This design comes from an exercise in tuning for small area on the open sky130 flow, not from production work. Only simulation tests tie the RTL to the original design; equivalence was not proved. No activity file was given, so power comes from the tool's default toggle rates.

rev 12:
==> flow/design.v <==
module regfile_responder #(
    parameter int DATA_W = 32,
    parameter int ADDR_W = 5
) (
    input  logic              clk,
    input  logic              reset,
    input  logic [ADDR_W-1:0] ReadAddr1,
    input  logic [ADDR_W-1:0] ReadAddr2,
    input  logic [ADDR_W-1:0] WriteAddr,
    input  logic [DATA_W-1:0] WriteData,
    input  logic              RegWrite,
    input  logic              ClearReq,
    output logic [DATA_W-1:0] ReadData1,
    output logic [DATA_W-1:0] ReadData2,
    output logic              ClearBusy,
    output logic              ClearDone,
    output logic              WriteDropped
);
    localparam int NUM_REGS = 2 ** ADDR_W;
    logic              busy;           
    logic [ADDR_W-1:0] ptr;            
    logic [NUM_REGS-1:1] valid;
    logic [DATA_W-1:0] regs [1:NUM_REGS-1];
    logic host_write, wr_en;
    logic [NUM_REGS-1:1] we, clr;
    assign host_write = RegWrite && (WriteAddr != '0);
    assign wr_en      = host_write && !busy;
    assign ClearBusy  = busy;
    always_comb begin
        for (int r = 1; r < NUM_REGS; r++) begin
            we[r]  = wr_en && (WriteAddr == ADDR_W'(r));
            clr[r] = busy && (ptr == ADDR_W'(r));
        end
    end
    always_ff @(posedge clk or negedge reset) begin
        if (!reset) begin
            busy         <= 1'b0;
            ClearDone    <= 1'b0;
            WriteDropped <= 1'b0;
        end else begin
            ClearDone    <= busy && (ptr == '1);
            WriteDropped <= busy && host_write;
            if (busy) begin
                if (ptr == '1) busy <= 1'b0;
            end else if (ClearReq) begin
                busy <= 1'b1;
            end
        end
    end
    always_ff @(posedge clk) begin
        if (busy) ptr <= ptr + ADDR_W'(1);
        else      ptr <= ADDR_W'(1);
    end
    always_ff @(posedge clk or negedge reset) begin
        if (!reset) begin
            valid <= '0;
        end else begin
            for (int r = 1; r < NUM_REGS; r++) begin
                if (we[r])       valid[r] <= 1'b1;
                else if (clr[r]) valid[r] <= 1'b0;
            end
        end
    end
    always_ff @(posedge clk) begin
        for (int r = 1; r < NUM_REGS; r++) begin
            if (we[r]) regs[r] <= WriteData;
        end
    end
    logic byp1, byp2;
    logic [NUM_REGS-1:0] sel1, sel2;
    logic [DATA_W-1:0]   words [0:NUM_REGS-1];
    assign byp1 = wr_en && (WriteAddr == ReadAddr1);
    assign byp2 = wr_en && (WriteAddr == ReadAddr2);
    logic [NUM_REGS-1:1] nvsel, ndec1, ndec2;
    always_comb begin
        sel1[0]  = byp1;
        sel2[0]  = byp2;
        words[0] = WriteData;
        for (int r = 1; r < NUM_REGS; r++) begin
            nvsel[r] = !valid[r] || we[r];
            ndec1[r] = ReadAddr1 != ADDR_W'(r);
            ndec2[r] = ReadAddr2 != ADDR_W'(r);
            words[r] = regs[r];
        end
    end
    for (genvar r = 1; r < NUM_REGS; r++) begin : g_sel
        regfile_nor2 u_sel1 (.a(ndec1[r]), .b(nvsel[r]), .y(sel1[r]));
        regfile_nor2 u_sel2 (.a(ndec2[r]), .b(nvsel[r]), .y(sel2[r]));
    end
    for (genvar b = 0; b < DATA_W; b++) begin : g_bit
        logic [NUM_REGS-1:0] col;
        for (genvar r = 0; r < NUM_REGS; r++) begin : g_col
            assign col[r] = words[r][b];
        end
        regfile_andor32 u_rd1 (.sel(sel1), .d(col), .y(ReadData1[b]));
        regfile_andor32 u_rd2 (.sel(sel2), .d(col), .y(ReadData2[b]));
    end
endmodule
module regfile_andor32 (
    input  logic [31:0] sel,
    input  logic [31:0] d,
    output logic        y
);
    logic [9:0] n;
    logic [2:0] p;
    for (genvar k = 0; k < 10; k++) begin : g_aoi
        regfile_aoi222 u_aoi (.a(sel[3*k +: 3]), .b(d[3*k +: 3]), .y(n[k]));
    end
    regfile_nand4 u_nand0 (.a(n[3:0]), .y(p[0]));
    regfile_nand4 u_nand1 (.a(n[7:4]), .y(p[1]));
    regfile_last  u_last  (.n(n[9:8]), .a(sel[31:30]), .b(d[31:30]), .y(p[2]));
    assign y = |p;
endmodule
module regfile_aoi222 (
    input  logic [2:0] a,
    input  logic [2:0] b,
    output logic       y
);
    assign y = ~|(a & b);
endmodule
module regfile_last (
    input  logic [1:0] n,
    input  logic [1:0] a,
    input  logic [1:0] b,
    output logic       y
);
    assign y = ~(&n & ~|(a & b));
endmodule
module regfile_nand4 (
    input  logic [3:0] a,
    output logic       y
);
    assign y = ~&a;
endmodule
module regfile_nor2 (
    input  logic a,
    input  logic b,
    output logic y
);
    assign y = ~(a | b);
endmodule
clock: 7.5 ns
lec_check: 0
cap_margin: 0
core_margin: 2
core_utilization: 35
place_density: 0.5
slew_margin: 0
synth_hierarchical: 1
standard.sh (not shown) runs the stock make flow with config.mk's settings and CLKGATE_MAP_FILE= SYNTH_SCRIPT=/design/flow/synth_recipe.tcl, a recipe that flattens the netlist after the stock synthesis.
==> flow/flow/run.sh <==
#!/bin/bash
set -euo pipefail
bash standard.sh \
  "CTS_ARGS=-sink_clustering_enable -repair_clock_nets -dont_use_dummy_load -buf_list sky130_fd_sc_hd__clkbuf_16 -sink_clustering_size 25 -sink_clustering_max_diameter 80" \
  "BUFFER_PORTS_ARGS=-buffer_cell sky130_fd_sc_hd__buf_1" \
  finish > standard.log 2>&1
Edits applied to the flow inputs when going from rev 12 to rev 13:
==> flow/design.v, changed modules only <==
module regfile_responder #(
    parameter int DATA_W = 32,
    parameter int ADDR_W = 5
) (
    input  logic              clk,
    input  logic              reset,
    input  logic [ADDR_W-1:0] ReadAddr1,
    input  logic [ADDR_W-1:0] ReadAddr2,
    input  logic [ADDR_W-1:0] WriteAddr,
    input  logic [DATA_W-1:0] WriteData,
    input  logic              RegWrite,
    input  logic              ClearReq,
    output logic [DATA_W-1:0] ReadData1,
    output logic [DATA_W-1:0] ReadData2,
    output logic              ClearBusy,
    output logic              ClearDone,
    output logic              WriteDropped
);
    localparam int NUM_REGS = 2 ** ADDR_W;
    logic              busy;           
    logic [ADDR_W-1:0] ptr;            
    logic [NUM_REGS-1:1] valid;
    logic [DATA_W-1:0] regs [1:NUM_REGS-1];
    logic host_write, wr_en;
    logic [NUM_REGS-1:1] we, clr;
    assign host_write = RegWrite && (WriteAddr != '0);
    assign wr_en      = host_write && !busy;
    assign ClearBusy  = busy;
    always_comb begin
        for (int r = 1; r < NUM_REGS; r++) begin
            we[r]  = wr_en && (WriteAddr == ADDR_W'(r));
            clr[r] = busy && (ptr == ADDR_W'(r));
        end
    end
    always_ff @(posedge clk or negedge reset) begin
        if (!reset) begin
            busy         <= 1'b0;
            ClearDone    <= 1'b0;
            WriteDropped <= 1'b0;
        end else begin
            ClearDone    <= busy && (ptr == '1);
            WriteDropped <= busy && host_write;
            if (busy) begin
                if (ptr == '1) busy <= 1'b0;
            end else if (ClearReq) begin
                busy <= 1'b1;
            end
        end
    end
    always_ff @(posedge clk) begin
        if (busy) ptr <= ptr + ADDR_W'(1);
        else      ptr <= ADDR_W'(1);
    end
    always_ff @(posedge clk or negedge reset) begin
        if (!reset) begin
            valid <= '0;
        end else begin
            for (int r = 1; r < NUM_REGS; r++) begin
                if (we[r])       valid[r] <= 1'b1;
                else if (clr[r]) valid[r] <= 1'b0;
            end
        end
    end
    logic [NUM_REGS-1:1] nwe, we_d;
    for (genvar r = 1; r < NUM_REGS; r++) begin : g_we
        regfile_inv u_nwe (.a(we[r]), .y(nwe[r]));
        regfile_inv u_we  (.a(nwe[r]), .y(we_d[r]));
    end
    for (genvar r = 1; r < NUM_REGS; r++) begin : g_row
        logic [DATA_W-1:0] d;
        for (genvar b = 0; b < DATA_W; b++) begin : g_bit
            regfile_ao22 u_hold (.a(we_d[r]), .b(WriteData[b]), .c(nwe[r]), .d(regs[r][b]), .y(d[b]));
        end
        always_ff @(posedge clk) regs[r] <= d;
    end
    logic byp1, byp2;
    logic [NUM_REGS-1:0] sel1, sel2;
    logic [DATA_W-1:0]   words [0:NUM_REGS-1];
    assign byp1 = wr_en && (WriteAddr == ReadAddr1);
    assign byp2 = wr_en && (WriteAddr == ReadAddr2);
    logic [NUM_REGS-1:1] vsel, dec1, dec2, nsel1, nsel2;
    always_comb begin
        sel1[0]  = byp1;
        sel2[0]  = byp2;
        words[0] = WriteData;
        for (int r = 1; r < NUM_REGS; r++) begin
            vsel[r]  = valid[r] && !we[r];
            dec1[r]  = ReadAddr1 == ADDR_W'(r);
            dec2[r]  = ReadAddr2 == ADDR_W'(r);
            words[r] = regs[r];
        end
    end
    for (genvar r = 1; r < NUM_REGS; r++) begin : g_sel
        regfile_nand2 u_nsel1 (.a(dec1[r]), .b(vsel[r]), .y(nsel1[r]));
        regfile_nand2 u_nsel2 (.a(dec2[r]), .b(vsel[r]), .y(nsel2[r]));
        regfile_inv   u_sel1  (.a(nsel1[r]), .y(sel1[r]));
        regfile_inv   u_sel2  (.a(nsel2[r]), .y(sel2[r]));
    end
    for (genvar b = 0; b < DATA_W; b++) begin : g_bit
        logic [NUM_REGS-1:0] col;
        for (genvar r = 0; r < NUM_REGS; r++) begin : g_col
            assign col[r] = words[r][b];
        end
        regfile_andor32 u_rd1 (.sel(sel1), .d(col), .y(ReadData1[b]));
        regfile_andor32 u_rd2 (.sel(sel2), .d(col), .y(ReadData2[b]));
    end
endmodule
module regfile_ao22 (
    input  logic a,
    input  logic b,
    input  logic c,
    input  logic d,
    output logic y
);
    assign y = (a & b) | (c & d);
endmodule
module regfile_nand2 (
    input  logic a,
    input  logic b,
    output logic y
);
    assign y = ~(a & b);
endmodule
module regfile_inv (
    input  logic a,
    output logic y
);
    assign y = ~a;
endmodule
// module regfile_nor2 removed
## What came out
- Aggregate routed wire length: rev 13 vs rev 12 up about 19%
- Diff rev 12 -> rev 13: via count picked up an extra 8,614, post-route non-filler standard cell count went up, standard cell core area fell by 1.5%, utilization shows a reduction of 0.46 points.
- On clock distribution power, the higher figure sits with rev 13, not rev 12.
- The capturing element of the worst setup path comes out ReadData2[28] in one run and ReadData2[4] in the other, namely in rev 12 and rev 13 respectively.
- Relative to rev 12, design area decreased by about 2.6% in rev 13.
- NOTE: minimum clock period after layout in rev 13 exceeds that of rev 12

[afterwards: timing with drivers on the ports]
How much do the figures lean on ideal ports? The routed layouts below were timed once more, with nothing changed but the port constraints.
Step 1 (the two cells are an assumption about what drives the block):
set clk [get_ports {clk}]
set_driving_cell -lib_cell sky130_fd_sc_hd__clkbuf_16 $clk
set_driving_cell -lib_cell sky130_fd_sc_hd__buf_2 [delete_from_list [all_inputs] $clk]
Step 2 adds t to the input delays and takes it off the output delays; t is the mean of the earliest and latest rising clock arrival at the registers after step 1. Input paths then give back, and output paths get back, about the clock's delay inside the block.
Slacks: ideal ports / drivers / drivers and shift; pairs: ideal ports / drivers.
run	t, ns	setup slack, ns	slew at the worst register clock pin (ns)
rev 12	0.723	0.482 / 0.452 / 0.452	0.10 / 0.10
rev 13	0.759	0.475 / 0.318 / 0.318	0.11 / 0.11
After both steps setup and hold are still met in every run listed. For rev 13, which loses most, drivers alone change the setup slack by -0.157 ns; drivers and shift together by -0.157 ns.
